Source: an optimization exercise on an open RTL-to-GDS flow (aim: small area, a short achievable clock period and few clock cycles per item). Production flows keep margins and buffers that such runs may drop.
The RTL was checked by simulation tests, not by an equivalence proof against the original design.

## flow/design.v

```verilog
`timescale 1ns / 1ps
package tic_pkg;
  localparam int BOUND_W  = 10;
  localparam int COUNT_W  = 17;
  localparam int RESULT_W = 49;
  localparam int SUM_W    = 64;
  typedef struct packed {
    logic                      bad;
    logic signed [BOUND_W-1:0] lower;
    logic signed [BOUND_W-1:0] upper;
    logic [COUNT_W-1:0]        count;
  } tic_job_t;
endpackage
`timescale 1ns / 1ps
module trapezoid_integral_of_cube #(
  parameter int unsigned MAX_INTERVALS  = 65536,
  parameter int unsigned OUT_FRAC_BITS  = 16,
  parameter int unsigned STEP_FRAC_BITS = 24
) (
  input  logic               clk_i,
  input  logic               rst_ni,
  input  logic               in_valid_i,
  output logic               in_stall_o,
  input  logic signed [9:0]  lower_bound_i,
  input  logic signed [9:0]  upper_bound_i,
  input  logic [16:0]        interval_count_i,
  output logic               out_valid_o,
  input  logic               out_stall_i,
  output logic signed [48:0] integral_value_o,
  output logic               bad_count_o
);
  localparam int W = 100;   
  typedef logic [W-1:0] vec_t;
  function automatic logic [2*W-1:0] csa3(input vec_t a, input vec_t b, input vec_t c);
    vec_t s, k;
    s = a ^ b ^ c;
    k = ((a & b) | (a & c) | (b & c)) << 1;
    csa3 = {k, s};
  endfunction
  function automatic vec_t add3(input vec_t a, input vec_t b, input vec_t c);
    logic [2*W-1:0] r1;
    r1 = csa3(a, b, c);
    add3 = r1[W-1:0] + r1[2*W-1:W];
  endfunction
  function automatic vec_t add4(input vec_t a, input vec_t b, input vec_t c, input vec_t d);
    logic [2*W-1:0] r1, r2;
    r1 = csa3(a, b, c);
    r2 = csa3(r1[W-1:0], r1[2*W-1:W], d);
    add4 = r2[W-1:0] + r2[2*W-1:W];
  endfunction
  function automatic vec_t add5(input vec_t a, input vec_t b, input vec_t c, input vec_t d,
                                input vec_t e);
    logic [2*W-1:0] r1, r2, r3;
    r1 = csa3(a, b, c);
    r2 = csa3(r1[W-1:0], r1[2*W-1:W], d);
    r3 = csa3(r2[W-1:0], r2[2*W-1:W], e);
    add5 = r3[W-1:0] + r3[2*W-1:W];
  endfunction
  function automatic vec_t add6(input vec_t a, input vec_t b, input vec_t c, input vec_t d,
                                input vec_t e, input vec_t f);
    logic [2*W-1:0] r1, r2, r3, r4;
    r1 = csa3(a, b, c);
    r2 = csa3(d, e, f);
    r3 = csa3(r1[W-1:0], r1[2*W-1:W], r2[W-1:0]);
    r4 = csa3(r3[W-1:0], r3[2*W-1:W], r2[2*W-1:W]);
    add6 = r4[W-1:0] + r4[2*W-1:W];
  endfunction
  logic               i_valid_q;
  logic signed [9:0]  i_lo_q, i_hi_q;
  logic [16:0]        i_cnt_q;
  logic               f_take;
  always_ff @(posedge clk_i or negedge rst_ni) begin
    if (!rst_ni) begin
      i_valid_q <= 1'b0;
    end else begin
      i_valid_q <= i_valid_q ? !f_take : in_valid_i;
    end
  end
  always_ff @(posedge clk_i) begin
    if (!i_valid_q) begin
      i_lo_q  <= lower_bound_i;
      i_hi_q  <= upper_bound_i;
      i_cnt_q <= interval_count_i;
    end
  end
  assign in_stall_o = i_valid_q;
  localparam logic [1:0] F_IDLE = 2'd0, F_DIV = 2'd1, F_DONE = 2'd2;
  logic [1:0]         f_state_q;
  logic [5:0]         f_step_q;
  logic [4:0]         f_cs_q;            
  logic [16:0]        f_n_q, f_rem_q;
  logic [9:0]         f_dvd_q;           
  logic               f_bad_q, f_neg_q, f_lon_q, f_hin_q;
  logic [9:0]         f_al_q, f_ah_q;    
  logic signed [10:0] f_ap_q;            
  logic [18:0]        f_a2_q, f_b2_q;    
  logic [27:0]        f_a3_q, f_b3_q;    
  logic [33:0]        f_m_q;             
  logic [67:0]        f_p_q;             
  logic [W-1:0]       f_t_q;             
  logic signed [44:0] f_q_q;             
  logic [75:0]        f_g_q;             
  logic [51:0]        f_r_q;             
  logic               w_take;
  logic signed [10:0] p_diff;
  logic [9:0]         p_mag, p_al, p_ah;
  logic [4:0]         p_ln, p_lm, p_t;
  logic [3:0]         p_skip;
  logic [23:0]        p_rem0;
  logic [17:0]        f_rem_sh;
  logic               f_q;
  logic [3:0]         f_bidx;
  logic               f_abit, f_bbit;
  logic signed [28:0] f_a3s, f_b3s;
  logic [67:0]        f_p_inc;
  logic [W-1:0]       f_t_inc, f_p_w, f_m_w;
  logic [75:0]        f_g_inc;
  assign p_diff = 11'(i_hi_q) - 11'(i_lo_q);
  assign p_mag  = p_diff[10] ? 10'(-p_diff) : 10'(p_diff);
  assign p_al   = i_lo_q[9] ? 10'(-(11'(i_lo_q))) : 10'(i_lo_q);
  assign p_ah   = i_hi_q[9] ? 10'(-(11'(i_hi_q))) : 10'(i_hi_q);
  always_comb begin
    p_ln = 5'd0;
    for (int i = 0; i < 17; i++) if (i_cnt_q[i]) p_ln = 5'(i + 1);
    p_lm = 5'd0;
    for (int i = 0; i < 10; i++) if (p_mag[i]) p_lm = 5'(i + 1);
    p_t    = p_ln + 5'd9 - p_lm;
    p_skip = (p_t > 5'd14) ? 4'd14 : 4'(p_t);
    p_rem0 = {p_mag, 14'd0} >> (5'd24 - 5'(p_skip));
  end
  assign f_take = i_valid_q && ((f_state_q == F_IDLE) || ((f_state_q == F_DONE) && w_take));
  assign f_rem_sh = {f_rem_q, f_dvd_q[9]};
  assign f_q      = f_rem_sh >= {1'b0, f_n_q};
  assign f_bidx   = (f_cs_q < 5'd10) ? 4'(5'd9 - f_cs_q) : 4'(5'd19 - f_cs_q);
  assign f_abit   = f_al_q[f_bidx];
  assign f_bbit   = f_ah_q[f_bidx];
  assign f_a3s    = (f_lon_q ^ f_neg_q) ? -(29'(f_a3_q)) : 29'(f_a3_q);
  assign f_b3s    = (f_hin_q ^ f_neg_q) ? -(29'(f_b3_q)) : 29'(f_b3_q);
  assign f_p_w   = W'(f_p_q);
  assign f_m_w   = W'(f_m_q);
  assign f_p_inc = (f_p_q << 2) + {f_m_q, 2'b01};
  assign f_t_inc = add5(f_t_q << 3, f_p_w << 3, f_p_w << 2, f_m_w << 2, {f_m_w[W-2:0], 1'b1});
  assign f_g_inc = 76'(add3(W'(f_g_q) << 2, W'(f_q_q) << 2, W'(f_ap_q)));
  always_ff @(posedge clk_i or negedge rst_ni) begin
    if (!rst_ni) begin
      f_state_q <= F_IDLE;
    end else begin
      if (f_take) begin
        f_state_q <= (i_cnt_q == '0) ? F_DONE : F_DIV;
      end else begin
        unique case (f_state_q)
          F_DIV:  if (f_step_q == 6'd33) f_state_q <= F_DONE;
          F_DONE: if (w_take) f_state_q <= F_IDLE;
          default: ;
        endcase
      end
    end
  end
  always_ff @(posedge clk_i) begin
    if (f_take) begin
      f_bad_q  <= i_cnt_q == '0;
      f_n_q    <= (i_cnt_q > 17'd65536) ? 17'd65536 : i_cnt_q;
      f_neg_q  <= p_diff[10];
      f_lon_q  <= i_lo_q[9];
      f_hin_q  <= i_hi_q[9];
      f_al_q   <= p_al;
      f_ah_q   <= p_ah;
      f_ap_q   <= p_diff[10] ? -(11'(i_lo_q)) : 11'(i_lo_q);
      f_a2_q   <= 19'(20'(i_lo_q) * 20'(i_lo_q));
      f_b2_q   <= '0;
      f_a3_q   <= '0;
      f_b3_q   <= '0;
      f_dvd_q  <= p_mag << p_skip;
      f_rem_q  <= p_rem0[16:0];
      f_step_q <= 6'(p_skip);
      f_cs_q   <= '0;
      f_m_q    <= '0;
      f_p_q    <= '0;
      f_t_q    <= '0;
      f_q_q    <= '0;
      f_g_q    <= '0;
      f_r_q    <= '0;
    end else if (f_state_q == F_DIV) begin
      f_step_q <= f_step_q + 6'd1;
      f_dvd_q  <= f_dvd_q << 1;
      f_rem_q  <= f_q ? 17'(f_rem_sh - {1'b0, f_n_q}) : f_rem_sh[16:0];
      f_m_q    <= {f_m_q[32:0], f_q};
      f_p_q    <= f_q ? f_p_inc : (f_p_q << 2);
      f_t_q    <= f_q ? f_t_inc : (f_t_q << 3);
      f_q_q    <= (f_q_q <<< 1) + (f_q ? 45'(f_ap_q) : 45'sd0);
      f_g_q    <= f_q ? f_g_inc : (f_g_q << 2);
      f_r_q    <= (f_r_q << 1) + (f_q ? 52'(f_a2_q) : 52'd0);
      if (f_cs_q < 5'd10) begin
        f_b2_q <= (f_b2_q << 1) + (f_bbit ? 19'(f_ah_q) : 19'd0);
      end else if (f_cs_q < 5'd20) begin
        f_a3_q <= (f_a3_q << 1) + (f_abit ? 28'(f_a2_q) : 28'd0);
        f_b3_q <= (f_b3_q << 1) + (f_bbit ? 28'(f_b2_q) : 28'd0);
      end
      if (f_cs_q != 5'd20) f_cs_q <= f_cs_q + 5'd1;
    end
  end
  logic               w_active_q, w_first_q;
  logic [16:0]        w_rem_q;
  logic [W-1:0]       w_y_q, w_a_q, w_b_q, w_c_q, w_c28_q;
  logic signed [29:0] w_k_q;
  logic [33:0]        w_m_q;
  logic               w_bad_q;
  logic               w_last, w_issue, can_last;
  logic [W-1:0]       x_t, x_g, x_r;
  logic [W-1:0]       o1, o2, o3, y4, a4, b4;
  logic               s1_valid_q, s1_first_q, s1_last_q, s1_bad_q;
  logic [3:0]         s1_mask_q;
  logic signed [43:0] s1_c_q [4];
  logic [W-1:0]       s1_y_q, s1_a_q, s1_b_q, s1_cc_q;
  logic signed [29:0] s1_k_q;
  logic [33:0]        s1_m_q;
  logic [W-1:0]       o5, o6, o7;
  logic signed [46:0] s1_sum;
  logic               s2_valid_q, s2_first_q, s2_last_q, s2_bad_q;
  logic signed [43:0] s2_c_q [4];
  logic signed [46:0] s2_s_q;
  logic [33:0]        s2_m_q;
  logic signed [61:0] acc_q, acc_next;
  logic               t_idle;
  assign x_t = f_t_q;
  assign x_g = W'(f_g_q);
  assign x_r = W'(f_r_q);
  assign w_last   = w_rem_q <= 17'd8;
  assign can_last = t_idle && !(s1_valid_q && s1_last_q) && !(s2_valid_q && s2_last_q);
  assign w_issue  = w_active_q && (!w_last || can_last);
  assign w_take   = (f_state_q == F_DONE) && (!w_active_q || (w_issue && w_last));
  assign o1 = w_y_q + w_a_q;
  assign o2 = add3(w_y_q, w_a_q << 1, w_b_q);
  assign o3 = add6(w_y_q, w_a_q << 1, w_a_q, w_b_q << 1, w_b_q, w_c_q);
  assign y4 = add5(w_y_q, w_a_q << 2, w_b_q << 2, w_b_q << 1, w_c_q << 2);
  assign a4 = add4(w_a_q, w_b_q << 2, (w_c_q << 3) | W'(1), ~(w_c_q << 1));
  assign b4 = w_b_q + (w_c_q << 2);
  always_ff @(posedge clk_i or negedge rst_ni) begin
    if (!rst_ni) begin
      w_active_q <= 1'b0;
      s1_valid_q <= 1'b0;
      s2_valid_q <= 1'b0;
    end else begin
      w_active_q <= w_take || (w_active_q && !(w_issue && w_last));
      s1_valid_q <= w_issue;
      s2_valid_q <= s1_valid_q;
    end
  end
  always_ff @(posedge clk_i) begin
    if (w_take) begin
      w_y_q     <= {f_a3s[27:0], 16'd0, {56{f_neg_q}}};
      w_a_q     <= add5(x_r << 49, x_r << 48, x_g << 25, x_g << 24, x_t);
      w_b_q     <= add4(x_g << 26, x_g << 25, x_t << 2, x_t << 1);
      w_c_q     <= (x_t << 2) + (x_t << 1);
      w_c28_q   <= add3(x_t << 7, x_t << 5, x_t << 3);
      w_rem_q   <= f_bad_q ? 17'd0 : f_n_q;
      w_k_q     <= 30'(f_b3s) - 30'(f_a3s);
      w_m_q     <= f_m_q;
      w_bad_q   <= f_bad_q;
      w_first_q <= 1'b1;
    end else if (w_issue) begin
      w_y_q     <= add5(w_y_q, w_a_q << 3, w_b_q << 5, ~(w_b_q << 2), (w_c28_q << 1) | W'(1));
      w_a_q     <= add3(w_a_q, w_b_q << 3, w_c28_q);
      w_b_q     <= w_b_q + (w_c_q << 3);
      w_rem_q   <= w_rem_q - 17'd8;
      w_first_q <= 1'b0;
    end
  end
  always_ff @(posedge clk_i) begin
    s1_first_q <= w_first_q;
    s1_last_q  <= w_last;
    s1_bad_q   <= w_bad_q;
    s1_k_q     <= w_k_q;
    s1_m_q     <= w_m_q;
    s1_c_q[0]  <= (w_rem_q > 17'd0) ? w_y_q[W-1:W-44] : 44'sd0;
    s1_c_q[1]  <= (w_rem_q > 17'd1) ? o1[W-1:W-44] : 44'sd0;
    s1_c_q[2]  <= (w_rem_q > 17'd2) ? o2[W-1:W-44] : 44'sd0;
    s1_c_q[3]  <= (w_rem_q > 17'd3) ? o3[W-1:W-44] : 44'sd0;
    for (int j = 0; j < 4; j++) s1_mask_q[j] <= w_rem_q > 17'(j + 4);
    s1_y_q     <= y4;
    s1_a_q     <= a4;
    s1_b_q     <= b4;
    s1_cc_q    <= w_c_q;
  end
  assign o5 = s1_y_q + s1_a_q;
  assign o6 = add3(s1_y_q, s1_a_q << 1, s1_b_q);
  assign o7 = add6(s1_y_q, s1_a_q << 1, s1_a_q, s1_b_q << 1, s1_b_q, s1_cc_q);
  assign s1_sum = 47'(add5(W'(s1_c_q[0]), W'(s1_c_q[1]), W'(s1_c_q[2]), W'(s1_c_q[3]),
                           s1_first_q ? (W'(s1_k_q) << 15) : W'(0)));
  always_ff @(posedge clk_i) begin
    s2_first_q <= s1_first_q;
    s2_last_q  <= s1_last_q;
    s2_bad_q   <= s1_bad_q;
    s2_m_q     <= s1_m_q;
    s2_s_q     <= s1_sum;
    s2_c_q[0]  <= s1_mask_q[0] ? s1_y_q[W-1:W-44] : 44'sd0;
    s2_c_q[1]  <= s1_mask_q[1] ? o5[W-1:W-44] : 44'sd0;
    s2_c_q[2]  <= s1_mask_q[2] ? o6[W-1:W-44] : 44'sd0;
    s2_c_q[3]  <= s1_mask_q[3] ? o7[W-1:W-44] : 44'sd0;
    if (s2_valid_q) acc_q <= acc_next;
  end
  assign acc_next = 62'(add6(s2_first_q ? W'(0) : W'(acc_q), W'(s2_s_q) << 1,
                              W'(s2_c_q[0]) << 1, W'(s2_c_q[1]) << 1, W'(s2_c_q[2]) << 1,
                              W'(s2_c_q[3]) << 1));
  localparam logic [1:0] T_IDLE = 2'd0, T_RUN = 2'd1, T_OUT = 2'd2;
  logic [1:0]         t_state_q;
  logic [4:0]         t_step_q;
  logic signed [61:0] t_x_q, t_r_q;
  logic [33:0]        t_m_q;
  logic [9:0]         t_low_q;
  logic               t_bad_q;
  logic               t_take, t_emit;
  logic signed [63:0] t_sum;
  logic [48:0]        t_val;
  logic               out_valid_q, bad_out_q;
  logic [48:0]        val_q;
  assign t_idle = t_state_q == T_IDLE;
  assign t_take = s2_valid_q && s2_last_q;
  assign t_emit = (t_state_q == T_OUT) && (!out_valid_q || !out_stall_i);
  assign t_sum  = 64'(add3(W'(t_r_q), t_m_q[0] ? W'(t_x_q) : W'(0),
                          t_m_q[1] ? (W'(t_x_q) << 1) : W'(0)));
  always_comb begin
    if (t_bad_q) begin
      t_val = '0;
    end else if (!((&t_r_q[61:39]) || !(|t_r_q[61:39]))) begin
      t_val = t_r_q[61] ? {1'b1, 48'd0} : {1'b0, {48{1'b1}}};
    end else begin
      t_val = {t_r_q[39:0], t_low_q[9:1]};
    end
  end
  always_ff @(posedge clk_i or negedge rst_ni) begin
    if (!rst_ni) begin
      t_state_q   <= T_IDLE;
      out_valid_q <= 1'b0;
    end else begin
      unique case (t_state_q)
        T_IDLE: if (t_take) t_state_q <= s2_bad_q ? T_OUT : T_RUN;
        T_RUN:  if (t_step_q == 5'd16) t_state_q <= T_OUT;
        T_OUT:  if (t_emit) t_state_q <= T_IDLE;
        default: t_state_q <= T_IDLE;
      endcase
      out_valid_q <= t_emit || (out_valid_q && out_stall_i);
    end
  end
  always_ff @(posedge clk_i) begin
    if (t_take) begin
      t_x_q    <= acc_next;
      t_m_q    <= s2_m_q;
      t_bad_q  <= s2_bad_q;
      t_r_q    <= '0;
      t_low_q  <= '0;
      t_step_q <= '0;
    end else if (t_state_q == T_RUN) begin
      t_r_q    <= t_sum[63:2];
      t_low_q  <= {t_sum[1:0], t_low_q[9:2]};
      t_m_q    <= t_m_q >> 2;
      t_step_q <= t_step_q + 5'd1;
    end
    if (t_emit) begin
      val_q     <= t_val;
      bad_out_q <= t_bad_q;
    end
  end
  assign out_valid_o      = out_valid_q;
  assign integral_value_o = val_q;
  assign bad_count_o      = bad_out_q;
endmodule
```

## flow/constraint.sdc

```tcl
create_clock -name core_clock -period 11.0 [get_ports {clk_i}]
set_input_delay 2.2000 -clock core_clock [delete_from_list [all_inputs] [get_ports {clk_i}]]
set_output_delay 2.2000 -clock core_clock [all_outputs]
set_load 0.01 [all_outputs]
```

## flow/config.mk

```make
export PLATFORM = sky130hd
export DESIGN_NAME = trapezoid_integral_of_cube
export DESIGN_NICKNAME = trapezoid_integral_of_cube
export VERILOG_FILES = /design/flow/design.v
export SDC_FILE = /design/flow/constraint.sdc
export NUM_CORES = 4
export LEC_CHECK = 0
export ABC_CLOCK_PERIOD_IN_PS = 3500
export CAP_MARGIN = 20
export CORE_MARGIN = 2
export CORE_UTILIZATION = 40
export SLEW_MARGIN = 20
```

## flow/run.sh

```bash
#!/bin/bash
# synth_recipe.tcl (not shown) runs the flow's synth.tcl, then flattens the netlist and writes it again
# the make line also repeats each setting of config.mk as NAME=value (left out here)
make -C /OpenROAD-flow-scripts/flow DESIGN_CONFIG=/design/flow/config.mk WORK_HOME=/design/flow/orfs CLKGATE_MAP_FILE= SYNTH_SCRIPT=/design/flow/synth_recipe.tcl finish
```

==> run notes <==
-- area by class of cell --
cell class | instances | share of cell area [%]
Clock inverter | 179 | 0.810
Timing Repair Buffer | 428 | 1.30
Clock buffer | 388 | 3.16
Antenna cell | 37 | 0.0340
Tap cell | 8322 | 3.83
Sequential cell | 2360 | 20.7
Multi-Input combinational cell | 21400 | 67.7
Inverter | 1761 | 2.44
-- worst paths after layout --
| check | startpoint | end | slack (ns) | cells after the start |
|---|---|---|---|---|
| setup / recovery | i_lo_q[1] | f_rem_q[0] | 2.30 | 30 |
| hold / removal | w_m_q[13] | s1_m_q[13] | 0.31 | 0 |
| setup reg to reg | i_lo_q[1] | f_rem_q[0] | 2.30 | 30 |
| hold reg to reg | w_m_q[13] | s1_m_q[13] | 0.31 | 0 |
| max in group asynchronous | rst_ni | s2_valid_q | 8.97 | 1 |
| min in group asynchronous | rst_ni | out_valid_q | 1.21 | 1 |
-- placed cells by master (no fill, tap or decap), types with 1128 or more instances in the layout --
cell type	n
ha_1	2265
o21ai_0	1574
fa_1	2959
a21oi_1	2571
dfxtp_1	1444
a21o_1	1262
nand2_1	2004
inv_1	1749
xnor2_1	1128
nor2_1	1550
-- flip-flops by register name, indices dropped and copies added (netlist names), 66 cells and up --
| register | count |
|---|---|
| s1_c_q | 176 |
| f_g_q | 75 |
| f_t_q | 99 |
| w_c28_q | 96 |
| w_c_q | 98 |
| s1_a_q | 100 |
| s1_b_q | 98 |
| f_p_q | 66 |
| w_a_q | 99 |
| w_b_q | 99 |
| w_y_q | 100 |
| s1_cc_q | 98 |
| s1_y_q | 100 |
| s2_c_q | 176 |
-- stage by stage --
| stage | setup slack (ns) | hold WS, ns |
|---|---|---|
| after floorplan | 0.268 | 0.310 |
| after global placement | 2.24 | 0.310 |
| after detailed placement | 2.21 | 0.312 |
| after CTS | 2.17 | 0.310 |
| after global routing | 1.54 | 0.322 |
| final | 2.30 | 0.314 |
-- cell families after synthesis --
family	count (synthesis)
and+or+nand+nor	6696
muxes	61
AOI/OAI and AO/OA	7579
xor gates and xnor gates	1834
buffers and inverters	2701
DFF	2360
other	1
adders and majority gates	5224
-- routing by layer --
layer  track usage (%)  vias to the layer above  part of all wire [%]
met1              36.2                   100000                    46
met5                 0                        -                0.0076
met3              3.15                     1244                   6.1
met2              40.2                     6050                    44
li1                  -                    93100                     -
met4              9.05                       10                   4.1
==> run notes <==
* Result of the run: finished clean
* Number of vias per cell at 5.74
* Depth of the CTS H-tree at 5
* Port Buf Inserts at 92
* DP Cell Count at ~34000
* Number of max-cap violations at 0
* Endpoint class of the critical path: register
* Cts repair resizes at 0
* Worst-Margin Slew at ~1.4 ns
* Overall routed net length at between 800 and 900 mm
* Number of cells produced by synthesis at roughly 26000
* Number of failing setup endpoints in the final timing report at 0
* Biggest cell delay along the critical path at approximately 0.63 ns
* Number of synthesized flops with an enable pin at ~900
* Clk sink count at 2360
* Max Slew Vio Count at 0
* Vert. Die Dim at around 800 um
* Cell family with most CP delay: compound AO/OA/AOI/OAI gates
* CTS tree: yes
* #FFs+latches synth at ~2400
* Fraction of registers with async set or reset after synthesis at less than 1%
* Global-route usage over all layers at roughly 26%
* Fraction of the core area covered by cells at the end of the flow at around 44%
* # rows at between 200 and 300
* Library cells used by synthesis at 108
* Pin count of the biggest net entering global routing at around 180
* Adder and majority cell fraction of the synthesized area at a little over a third
* Initial Util at 40.2%
* Leading register cell type out of synthesis: dfxtp_1
* Total via count in the routed design at around 200k
* Synthesized-area fraction occupied by ao, oa, aoi and oai cells at 18.9%
* Root buffer cell: clkbuf_16
* Hold/Removal Path Class: register to register
* Final HPWL from detailed placement at 688 mm
* Arrival time of the worst setup path at about 9.6 ns
* Proportion of netlist area held by the largest area contributor at a little under a quarter
* Relative area change from synthesis to final layout at 8.61%
* RSZ-0062 raised after global routing: false
* Remaining DRCs at 0
* Synth top cells by count: fa_1 (2959), a21oi_1 (2573), ha_1 (2265), nand2_1 (2009), inv_1 (1752)
* WS Path Type: register to register
* Largest area contributor in the synthesized netlist: fa_1
* YS warnings at 3
* Routability cong. at ~0.99
* Via count of the first global-routing pass at 204000
* Clock tree buffer depth at 4
* Global route total overflow at 0
* DRT Pass-1 Iters at 6
* Share of the yosys chip area belonging to registers at between 20% and 30%
* Drt wl/cell at 23.6 um
* Most repeated cell in the gate-level netlist after synthesis: fa_1
* Number of post-CTS setup repair buffers at 0
* Slew HR at 7.76%
* Synth Cell Area at ~250000 um^2
* Final layout net count at 31500
* Die Width at between 700 and 800 um
* Core area at roughly 620000 um^2
* Footprint of the flip-flops and latches at ~56000 um^2
* Post-route antenna net violation count at 0
* Top-level I/O count at 93
* Area of the die at between 600000 and 700000 um^2
* Number of antenna violations at the first check in global routing at 29
* Critical path peak fanout at 15
* Largest family of logic cells by synthesized area: adder cells
* Layout cell share with drive strength beyond 1 at a little over 4%
* Simple-gate portion of the synthesized area at 12.9%
* First-pass GRT wire length at approximately 1200 mm
* Clock latency at the later pin of the worst-skew pair at 1.07 ns
* Area taken by multi-input logic gates at 184000 um^2
* Worst-path clk slew at around 0.06 ns
* Fin crit share at roughly four fifths
* Crit path required time at roughly 12 ns
* Fin Clk Skew at ~0.12 ns
* CP Buf/Inv Count at 6
* Top post-synthesis cells by area: fa_1 (24%), dfxtp_1 (12%), ha_1 (11%), edfxtp_1 (11%), a21oi_1 (5.1%)
* Nature of the critical path startpoint: register
* Number of DRC violations after detailed-routing iteration 0 at 15900
* Final Hold Fails at 0
* Time the worst path needs with I/O delays and setup at a little under 9 ns
* Filler cells at 60100
* Hold buffer count at CTS at 0
* XOR/XNOR Fraction of Synth Area at under 10%
* Sum Neg Setup Slack at 0 ns
* Average cell area after synthesis at 9.47 um^2
* Portion of netlist area occupied by mux cells at less than 1%
* Cell with the largest stage delay on the worst path: a2111oi_1
* Most common cell type on the critical path: a21oi_1
* Upper clock frequency limit at around 110 MHz
* Cell area after placement at about 260000 um^2
* Layout Cell Area excl Fill at about 270000 um^2
* CTS Buf Count at ~300
* Count of placed standard cells in the final layout, fillers left out at about 35000
Testbench counts, summed over its fixed seeds: cycles 27,167, items 384.

## afterwards: timing with drivers on the ports
No port has a modelled driver above. Below, the same layout with a new extraction and two added sets of constraints. Step 1, drivers: a clkbuf_16 drives clk_i and a buf_2 each remaining input, both assumed. Step 2 adds t to the input delays and takes it off the output delays; t is the mean of the earliest and latest rising clock arrival at the registers after step 1. Input paths then give back, and output paths get back, about the clock's delay inside the block. Three values: ideal ports, drivers, drivers and shift; two values: the first two.
t (ns): 1.119
setup slack, ns: 2.304 / 2.304 / 2.304
clock arrival spread, ns: 0.125 / 0.125
After both steps this run still meets setup and hold. The setup slack of this run moves by 0.000 ns with the drivers and by 0.000 ns with both steps.
